Context: an optimization exercise on an open-source flow, tuned for small area, a short achievable clock period and few clock cycles per item. The choices shown serve that exercise and are no tape-out recipe.
In this exercise RTL edits were held to simulation tests only and were not proved equivalent to the original.
Power is estimated from default activity; no workload was simulated.

==> inputs of run a <==
==> flow/design.v (excerpt) <==
module alu_exec_unit #(
  parameter int WIDTH = 32,
  parameter int SHW   = $clog2(WIDTH)
) (
  input  logic             clk,
  input  logic             reset,
  input  logic             valid_in,
  output logic             ready,
  input  logic [3:0]       alu_ctrl,
  input  logic [WIDTH-1:0] op_a,
  input  logic [WIDTH-1:0] op_b,
  output logic             valid_out,
  output logic [WIDTH-1:0] result,
  output logic             zero,
  output logic             branch_taken
);
  localparam int W1 = WIDTH + 1;
  logic [W1-1:0]  a_q, b_q, r_q;
  logic           v_q, rdy_q, vout_q, zero_q, br_q;
  logic [1:0]     ph_q;
  logic [SHW-1:0] cnt_q;
  logic [1:0]     amt_q;
  logic           sa_q, sb_q, dz_q, zp_q;
  logic           f_mdu, f_mul, f_rem, f_beq, f_bneq;
  logic           c_xa, c_xinv, c_yb, c_yb2, c_yr, c_y4, c_yinv, c_cin;
  logic           c_rmul, c_rdv, c_rsh, c_rsum, c_and, c_or, c_xor, c_slt, c_sltu;
  ...
Settings: LEC_CHECK=0, ABC_AREA=1, CAP_MARGIN=20, CORE_MARGIN=2, CORE_UTILIZATION=30, PLACE_DENSITY=0.4, SETUP_SLACK_MARGIN=5, SLEW_MARGIN=20; clock period 10.0 ns.
standard.sh (not shown) runs the stock make flow with config.mk's settings and CLKGATE_MAP_FILE= SYNTH_SCRIPT=/design/flow/synth_recipe.tcl, a recipe that flattens the netlist after the stock synthesis.
==> flow/flow/run.sh <==
#!/bin/bash
set -euo pipefail
MARGIN=6.2
sed "s/SETUP_SLACK_MARGIN=[0-9.]*/SETUP_SLACK_MARGIN=${MARGIN} SKIP_INCREMENTAL_REPAIR=1 'BUFFER_PORTS_ARGS=-buffer_cell sky130_fd_sc_hd__buf_2'/" standard.sh > standard_margin.sh
grep -q "SKIP_INCREMENTAL_REPAIR=1 'BUFFER_PORTS_ARGS=-buffer_cell sky130_fd_sc_hd__buf_2'" standard_margin.sh
bash standard_margin.sh > orfs_make.log 2>&1
==> run b: changes against run a <==
--- a/flow/design.v
+++ b/flow/design.v
@@ -90,17 +90,17 @@
   assign yop   = (({W1{c_yb}} & b_q) | ({W1{c_yb2}} & {b_q[W1-2:0], 1'b0})
                  | ({W1{c_yr}} & r_q) | (W1'(c_y4) << 2)) ^ {W1{c_yinv}};
   assign sum_w = {1'b0, xop, 1'b1} + {1'b0, yop, c_cin};
   assign sum   = sum_w[W1:1];
   logic [SHW-1:0] sh_amt;
   logic [W1-1:0]  sh_in, sh_r, sh_out;
   logic           sh_fill;
   logic [W1:0]    sh_wide;
-  assign sh_amt = c_shn ? nalign : c_shm ? SHW'(amt_q) : b_q[SHW-1:0];
+  assign sh_amt = c_shn ? cnt_q : c_shm ? SHW'(amt_q) : b_q[SHW-1:0];
   always_comb begin
     sh_fill = ~c_shl & c_sha & a_q[W1-1];
     for (int i = 0; i < W1; i++) sh_in[i] = c_shl ? a_q[W1-1-i] : a_q[i];
     if (!c_shl) sh_in[W1-1] = sh_fill;
     sh_wide = $signed({sh_fill, sh_in}) >>> sh_amt;
     sh_r    = sh_wide[W1-1:0];
     for (int i = 0; i < W1; i++) sh_out[i] = c_shl ? sh_r[W1-1-i] : sh_r[i];
   end
@@ -111,39 +111,37 @@
   assign mul_next_last = (mpl[WIDTH-1:3] == '0) || (mpl[WIDTH-1:3] == '1);
   function automatic logic [2:0] booth(input logic [1:0] m, input logic p);
     booth = {m[0] ^ p, (m[1] & ~m[0] & ~p) | (~m[1] & m[0] & p), m[1] & ~(m[0] & p)};
   endfunction
   logic dsub, qneg, dsucc, div_last, div_next_last;
   assign dsub          = ~(sa_q ^ sb_q);           
   assign qneg          = (sa_q ^ sb_q) & ~dz_q;
   assign dsucc         = (sum[W1-1] == sa_q);
-  logic rem2, rem2_n;
+  logic rem2, rem2_n, fix2_q;
   assign rem2          = f_rem & sa_q & ~sb_q & ~b_q[0];   
   assign rem2_n        = f_rem & sa_q & ~sb_q & ~dsucc;    
-  assign div_last      = ((ph_q == PH_F) && !rem2) || (ph_q == PH_1);
+  assign div_last      = (ph_q == PH_F) && (fix2_q || !rem2);
   assign div_next_last = ((ph_q == PH_IT) && (cnt_q == '0) && !rem2_n)
-                      || ((ph_q == PH_F) && rem2);
-  logic           nza, nzb, nza_q, nzb_q, dsa, dsb, ddz;
-  logic [4:0]     pa, pb, pa_q, pb_q;
+                      || ((ph_q == PH_F) && !fix2_q && rem2);
+  logic           nza, nzb, dsa;
+  logic [4:0]     pa, pb;
   logic [6:0]     dab, dax;
   logic [SHW-1:0] nalign;
-  mdu_bitlen u_la (.x(op_a ^ {WIDTH{op_a[WIDTH-1]}}), .nz(nza), .pos(pa));
-  mdu_bitlen u_lb (.x(op_b ^ {WIDTH{op_b[WIDTH-1]}}), .nz(nzb), .pos(pb));
-  assign dsa = b_q[WIDTH-1];                         
-  assign dsb = a_q[WIDTH-1];                         
-  assign ddz = ~nzb_q & ~dsb;                        
-  assign dab = 7'(pa_q) - 7'(pb_q) + 7'(dsa);        
-  assign dax = 7'(pa_q) + 7'(1) + 7'(dsa);           
-  always_comb begin
-    if (ddz)
-      nalign = '1;
-    else if (!nza_q)
-      nalign = SHW'(dsa & ~nzb_q);
-    else if (!nzb_q)
+  mdu_bitlen u_la (.x(a_q[WIDTH-1:0] ^ {WIDTH{a_q[WIDTH-1]}}), .nz(nza), .pos(pa));
+  mdu_bitlen u_lb (.x(b_q[WIDTH-1:0] ^ {WIDTH{b_q[WIDTH-1]}}), .nz(nzb), .pos(pb));
+  assign dsa = a_q[WIDTH-1];
+  assign dab = 7'(pa) - 7'(pb) + 7'(dsa);            
+  assign dax = 7'(pa) + 7'(1) + 7'(dsa);             
+  always_comb begin
+    if (!nzb && !b_q[WIDTH-1])
+      nalign = '1;                                   
+    else if (!nza)
+      nalign = SHW'(dsa & ~nzb);
+    else if (!nzb)
       nalign = dax[5] ? '1 : dax[SHW-1:0];
     else if (dab[6])
       nalign = '0;
     else
       nalign = dab[5] ? '1 : dab[SHW-1:0];
   end
   logic last, next_last;
   assign last      = f_mul ? mul_last : div_last;
@@ -161,27 +159,24 @@
                 | ({W1{c_xor}}    & {1'b0, x_ab})
                 | W1'(c_slt & sum[WIDTH])
                 | W1'(c_sltu & (sum[WIDTH] ^ a_q[WIDTH-1] ^ b_q[WIDTH-1]));
   logic             swap;
   logic [WIDTH-1:0] in_a, in_b;
   logic b16, a8;
   assign b16  = (op_b[WIDTH-1:15] == '0) || (op_b[WIDTH-1:15] == '1) || (op_b[WIDTH-1:16] == '0);
   assign a8   = (op_a[WIDTH-1:7] == '0) || (op_a[WIDTH-1:7] == '1) || (op_a[WIDTH-1:8] == '0);
-  assign swap = ((alu_ctrl == CTRL_MUL) && b16 && !a8)
-              || (alu_ctrl == CTRL_DIV) || (alu_ctrl == CTRL_REM);
+  assign swap = (alu_ctrl == CTRL_MUL) && b16 && !a8;
   assign in_a = swap ? op_b : op_a;
   assign in_b = swap ? op_a : op_b;
   logic n_xa, n_xinv, n_yb, n_yb2, n_yr, n_y4, n_yinv, n_cin;
   logic n_rmul, n_rdv, n_rsh, n_rsum, n_and, n_or, n_xor, n_slt, n_sltu;
   logic n_shl, n_sha, n_shm, n_shn, n_asum, n_bkeep;
   logic [1:0] n_amt;
   logic [2:0] bz;
-  logic       dsub_n;
-  assign dsub_n = ph0 ? ~(dsa ^ dsb) : (dsub ^ ~dsucc);
   always_comb begin
     n_xa = 1'b1; n_xinv = 1'b0; n_yb = 1'b1; n_yb2 = 1'b0; n_yr = 1'b0; n_y4 = 1'b0;
     n_yinv = 1'b0; n_cin = 1'b0;
     n_rmul = 1'b0; n_rdv = 1'b0; n_rsh = 1'b0; n_rsum = 1'b0;
     n_and = 1'b0; n_or = 1'b0; n_xor = 1'b0; n_slt = 1'b0; n_sltu = 1'b0;
     n_shl = 1'b0; n_sha = 1'b0; n_shm = 1'b0; n_shn = 1'b0; n_amt = '0; n_asum = 1'b1; n_bkeep = 1'b0;
     bz = '0;
     if (rdy_q) begin
@@ -198,45 +193,57 @@
         CTRL_SRL:  n_rsh = 1'b1;
         CTRL_SRA:  begin n_rsh = 1'b1; n_sha = 1'b1; end
         CTRL_MUL: begin
           bz = booth(in_a[1:0], 1'b0);
           n_rmul = 1'b1; n_xa = 1'b0; n_yb = bz[2]; n_yb2 = bz[1]; n_yinv = bz[0];
           n_cin = bz[0]; n_shm = 1'b1; n_sha = 1'b1; n_amt = 2'd2;
         end
         CTRL_DIV, CTRL_REM: begin
-          n_rsum = 1'b1; n_xa = 1'b0; n_xinv = op_a[WIDTH-1];
-          n_shn = 1'b1; n_shl = 1'b1; n_asum = 1'b0;
+          n_rsh = 1'b1; n_xa = 1'b0; n_shm = 1'b1; n_sha = 1'b1;
         end
         default: ;   
       endcase
     end else if (f_mul) begin
       bz = booth(mpl[3:2], mpl[1]);
       n_rmul = 1'b1; n_yb = bz[2]; n_yb2 = bz[1]; n_yinv = bz[0]; n_cin = bz[0];
     end else begin
-      if (ph_q == PH_F) begin
-        n_rsum = 1'b1; n_xa = 1'b0; n_yb = 1'b0; n_yr = 1'b1; n_cin = 1'b1;
-      end else if (ph_q == PH_IT && cnt_q == '0) begin
-        n_rsum = 1'b1;
-        if (f_rem) begin
-          n_yb = 1'b0; n_yr = 1'b1;
-          if (dsucc) begin n_xa = 1'b0; n_cin = sa_q; end
-          else       begin n_xinv = sa_q ^ sb_q; n_cin = sa_q | sb_q; end
-        end else begin
-          n_xa = 1'b0; n_yinv = qneg; n_cin = qneg;
-        end
-      end else begin
-        n_rdv = 1'b1; n_xinv = dsub_n; n_yb = 1'b0; n_yr = 1'b1; n_cin = dsub_n;
-        n_shm = 1'b1; n_sha = 1'b1; n_asum = 1'b0; n_bkeep = 1'b1;
-        n_amt = (ph0 ? (nalign == '0) : (cnt_q == SHW'(1))) ? 2'd0 : 2'd1;
-      end
+      case (ph_q)
+        PH_0: begin
+          n_rsum = 1'b1; n_xa = 1'b0; n_xinv = a_q[WIDTH-1]; n_yb = 1'b0; n_yr = 1'b1;
+          n_shn = 1'b1; n_shl = 1'b1; n_asum = 1'b0;
+        end
+        PH_F: begin
+          n_rsum = 1'b1; n_xa = 1'b0; n_yb = 1'b0; n_yr = 1'b1; n_cin = 1'b1;
+        end
+        default: begin
+          if (ph_q == PH_IT && cnt_q == '0) begin
+            n_rsum = 1'b1;
+            if (f_rem) begin
+              n_yb = 1'b0; n_yr = 1'b1;
+              if (dsucc) begin n_xa = 1'b0; n_cin = sa_q; end
+              else       begin n_xinv = sa_q ^ sb_q; n_cin = sa_q | sb_q; end
+            end else begin
+              n_xa = 1'b0; n_yinv = qneg; n_cin = qneg;
+            end
+          end else begin
+            n_rdv = 1'b1; n_yb = 1'b0; n_yr = 1'b1;
+            n_xinv = (ph_q == PH_1) ? dsub : (dsub ^ ~dsucc);
+            n_cin  = n_xinv;
+            n_shm = 1'b1; n_sha = 1'b1; n_asum = 1'b0; n_bkeep = 1'b1;
+            n_amt = (cnt_q == SHW'((ph_q == PH_1) ? 0 : 1)) ? 2'd0 : 2'd1;
+          end
+        end
+      endcase
     end
   end
   always_ff @(posedge clk) begin
     r_q <= r_next;
+    if (rdy_q)                     fix2_q <= 1'b0;
+    else if (ph_q == PH_F && rem2) fix2_q <= 1'b1;
     if (rdy_q) begin
       a_q <= {in_a[WIDTH-1], in_a};
       b_q <= {in_b[WIDTH-1], in_b};
       f_mdu  <= (alu_ctrl == CTRL_MUL) || (alu_ctrl == CTRL_DIV) || (alu_ctrl == CTRL_REM);
       f_mul  <= (alu_ctrl == CTRL_MUL);
       f_rem  <= (alu_ctrl == CTRL_REM);
       f_beq  <= (alu_ctrl == CTRL_BEQ);
       f_bneq <= (alu_ctrl == CTRL_BNEQ);
@@ -247,22 +254,19 @@
     {c_xa, c_xinv, c_yb, c_yb2, c_yr, c_y4, c_yinv, c_cin} <=
       {n_xa, n_xinv, n_yb, n_yb2, n_yr, n_y4, n_yinv, n_cin};
     {c_rmul, c_rdv, c_rsh, c_rsum, c_and, c_or, c_xor, c_slt, c_sltu} <=
       {n_rmul, n_rdv, n_rsh, n_rsum, n_and, n_or, n_xor, n_slt, n_sltu};
     {c_shl, c_sha, c_shm, c_shn, c_asum, c_bkeep} <= {n_shl, n_sha, n_shm, n_shn, n_asum, n_bkeep};
     amt_q <= n_amt;
     if (!(mdu && !ph0)) begin
       zp_q <= eq;
-      sa_q <= dsa;
-      sb_q <= dsb;
-      dz_q <= ddz;
-    end
-    if (rdy_q) begin
-      nza_q <= nza; nzb_q <= nzb; pa_q <= pa; pb_q <= pb;
+      sa_q <= a_q[WIDTH-1];
+      sb_q <= b_q[WIDTH-1];
+      dz_q <= (b_q[WIDTH-1:0] == '0);
     end
     if (ph0) cnt_q <= nalign;
     else if (ph_q == PH_IT) cnt_q <= cnt_q - 1'b1;
     zero_q <= (mdu && !ph0) ? zp_q : eq;
     br_q   <= (f_beq & eq) | (f_bneq & ~eq);
     if (reset) begin
       v_q    <= 1'b0;
       rdy_q  <= 1'b1;
@@ -276,17 +280,17 @@
         rdy_q <= !(valid_in && (alu_ctrl == CTRL_MUL || alu_ctrl == CTRL_DIV
                                 || alu_ctrl == CTRL_REM));
       end else if (last) begin
         v_q   <= 1'b0;
         rdy_q <= 1'b1;
       end else begin
         rdy_q <= next_last;
         case (ph_q)
-          PH_0:    ph_q <= PH_IT;
+          PH_0:    ph_q <= f_mul ? PH_IT : PH_1;
+          PH_1:    ph_q <= PH_IT;
           PH_IT:   if (!f_mul && cnt_q == '0) ph_q <= PH_F;
-          PH_F:    ph_q <= PH_1;
-          default: ph_q <= PH_1;
+          default: ph_q <= PH_F;
         endcase
       end
     end
   end
 endmodule
==> flow/flow/run.sh (replaced) <==
#!/bin/bash
set -euo pipefail
MARGIN=5.9
PORTS="'BUFFER_PORTS_ARGS=-buffer_cell sky130_fd_sc_hd__buf_2'"
sed "s/SETUP_SLACK_MARGIN=[0-9.]*/SETUP_SLACK_MARGIN=${MARGIN} ${PORTS}/" standard.sh > standard_cts.sh
sed "s/SETUP_SLACK_MARGIN=[0-9.]*/SETUP_SLACK_MARGIN=0 ${PORTS}/" standard.sh > standard_fin.sh
grep -q "SETUP_SLACK_MARGIN=${MARGIN} 'BUFFER_PORTS_ARGS" standard_cts.sh
grep -q "SETUP_SLACK_MARGIN=0 'BUFFER_PORTS_ARGS" standard_fin.sh
bash standard_cts.sh cts > orfs_make_cts.log 2>&1
bash standard_fin.sh > orfs_make_finish.log 2>&1
==> run c: changes against run a <==
--- a/flow/design.v
+++ b/flow/design.v
@@ -158,20 +158,22 @@
                 | ({W1{sel_rsh2}} & {r_q[W1-1], r_q[W1-1], r_q[W1-1:2]})
                 | ({W1{c_and}}    & {1'b0, a_q[WIDTH-1:0] & b_q[WIDTH-1:0]})
                 | ({W1{c_or}}     & {1'b0, a_q[WIDTH-1:0] | b_q[WIDTH-1:0]})
                 | ({W1{c_xor}}    & {1'b0, x_ab})
                 | W1'(c_slt & sum[WIDTH])
                 | W1'(c_sltu & (sum[WIDTH] ^ a_q[WIDTH-1] ^ b_q[WIDTH-1]));
   logic             swap;
   logic [WIDTH-1:0] in_a, in_b;
-  logic b16, a8;
+  logic a16, b16, a8, b8;
+  assign a16  = (op_a[WIDTH-1:15] == '0) || (op_a[WIDTH-1:15] == '1) || (op_a[WIDTH-1:16] == '0);
   assign b16  = (op_b[WIDTH-1:15] == '0) || (op_b[WIDTH-1:15] == '1) || (op_b[WIDTH-1:16] == '0);
   assign a8   = (op_a[WIDTH-1:7] == '0) || (op_a[WIDTH-1:7] == '1) || (op_a[WIDTH-1:8] == '0);
-  assign swap = ((alu_ctrl == CTRL_MUL) && b16 && !a8)
+  assign b8   = (op_b[WIDTH-1:7] == '0) || (op_b[WIDTH-1:7] == '1) || (op_b[WIDTH-1:8] == '0);
+  assign swap = ((alu_ctrl == CTRL_MUL) && ((!a16 && b16) || (!a8 && b8)))
               || (alu_ctrl == CTRL_DIV) || (alu_ctrl == CTRL_REM);
   assign in_a = swap ? op_b : op_a;
   assign in_b = swap ? op_a : op_b;
   logic n_xa, n_xinv, n_yb, n_yb2, n_yr, n_y4, n_yinv, n_cin;
   logic n_rmul, n_rdv, n_rsh, n_rsum, n_and, n_or, n_xor, n_slt, n_sltu;
   logic n_shl, n_sha, n_shm, n_shn, n_asum, n_bkeep;
   logic [1:0] n_amt;
   logic [2:0] bz;
==> summary.txt <==
Status
  – Status: timing/DRC/antenna clean

Power
  – Seq power: approximately 0.88 mW
  – Comb power: 1.85 mW

Worst setup path
  – Flop-to-flop setup slack: 5.76 ns
  – Worst-path fanout max: 17

Clocking
  – Worst-Skew Late Latency: 0.50 ns

Worst hold path
  – Worst Hold Endpoint: r_q[0]$_DFF_P_

Die
  – Starting Density: 30.4%

Detailed routing
  – First drt pass iteration count: 7
Source of the figures above: run b

==> summary.txt <==
Synthesis
  – Synth Area in Simple Gates: 32.9%
  – Post-synthesis adder-cell area fraction: 8.46%

Final layout
  – Most frequent cells in the layout: nand2_1 (728), inv_1 (342), nand3_1 (270)

Die
  – Die Y: ~240 um
  – Starting Density: slightly above 30%

Power
  – Seq power: 0.940 mW
  – P_leak: 10.0 nW
  – Comb power: between 2 and 2.5 mW

Clocking
  – CTS tree: done

Worst hold path
  – Worst Hold Endpoint: r_q[0]$_DFF_P_

Worst setup path
  – Flop-to-flop setup slack: 5.97 ns
  – Worst-path fanout max: 7

Timing
  – Final slew viol count: 0

Status
  – Status: timing/DRC/antenna clean
Source of the figures above: run c

==> summary.txt <==
Timing
  – Final slew viol count: 5

Worst hold path
  – Worst Hold Endpoint: br_q$_DFF_P_

Clocking
  – Worst-Skew Late Latency: 0.49 ns

Detailed routing
  – First drt pass iteration count: 8

Job
  – Maximum Capacitance Violations: 1

Status
  – SO Viols: max-capacitance violations, max-slew violations
  – Status: finished with violations

Power
  – Comb power: 2.47 mW
Source of the figures above: run a

Testbench counts of run a, summed over its fixed seeds: cycles 46,536, items 24,000.
Testbench counts of run b, summed over its fixed seeds: cycles 47,809, items 24,000.
Testbench counts of run c, summed over its fixed seeds: cycles 46,571, items 24,000.

-- separate check: timing with driven ports --
The flow's constraints put no driver on any port. The routed layouts listed below were extracted and timed again, unchanged, in two steps. Step 1 (the two cells are an assumption about what drives the block):
set clk [get_ports {clk}]
set_driving_cell -lib_cell sky130_fd_sc_hd__clkbuf_16 $clk
set_driving_cell -lib_cell sky130_fd_sc_hd__buf_2 [delete_from_list [all_inputs] $clk]
Step 2 also shifts input and output timing later by t, the mid clock arrival at the registers, as if the neighbouring blocks saw the same clock. Slacks: no drivers / after step 1 / after step 2; pairs: no drivers / after step 1.
run | t, ns | setup slack, ns | pins driven straight from the clock port
run a | 0.530 | 6.046 / 6.046 / 5.578 | 1
run b | 0.552 | 5.758 / 5.758 / 5.302 | 1
run c | 0.565 | 5.973 / 5.973 / 5.507 | 1
For run a, which loses most, drivers alone change the setup slack by 0.000 ns; drivers and shift together by -0.468 ns.
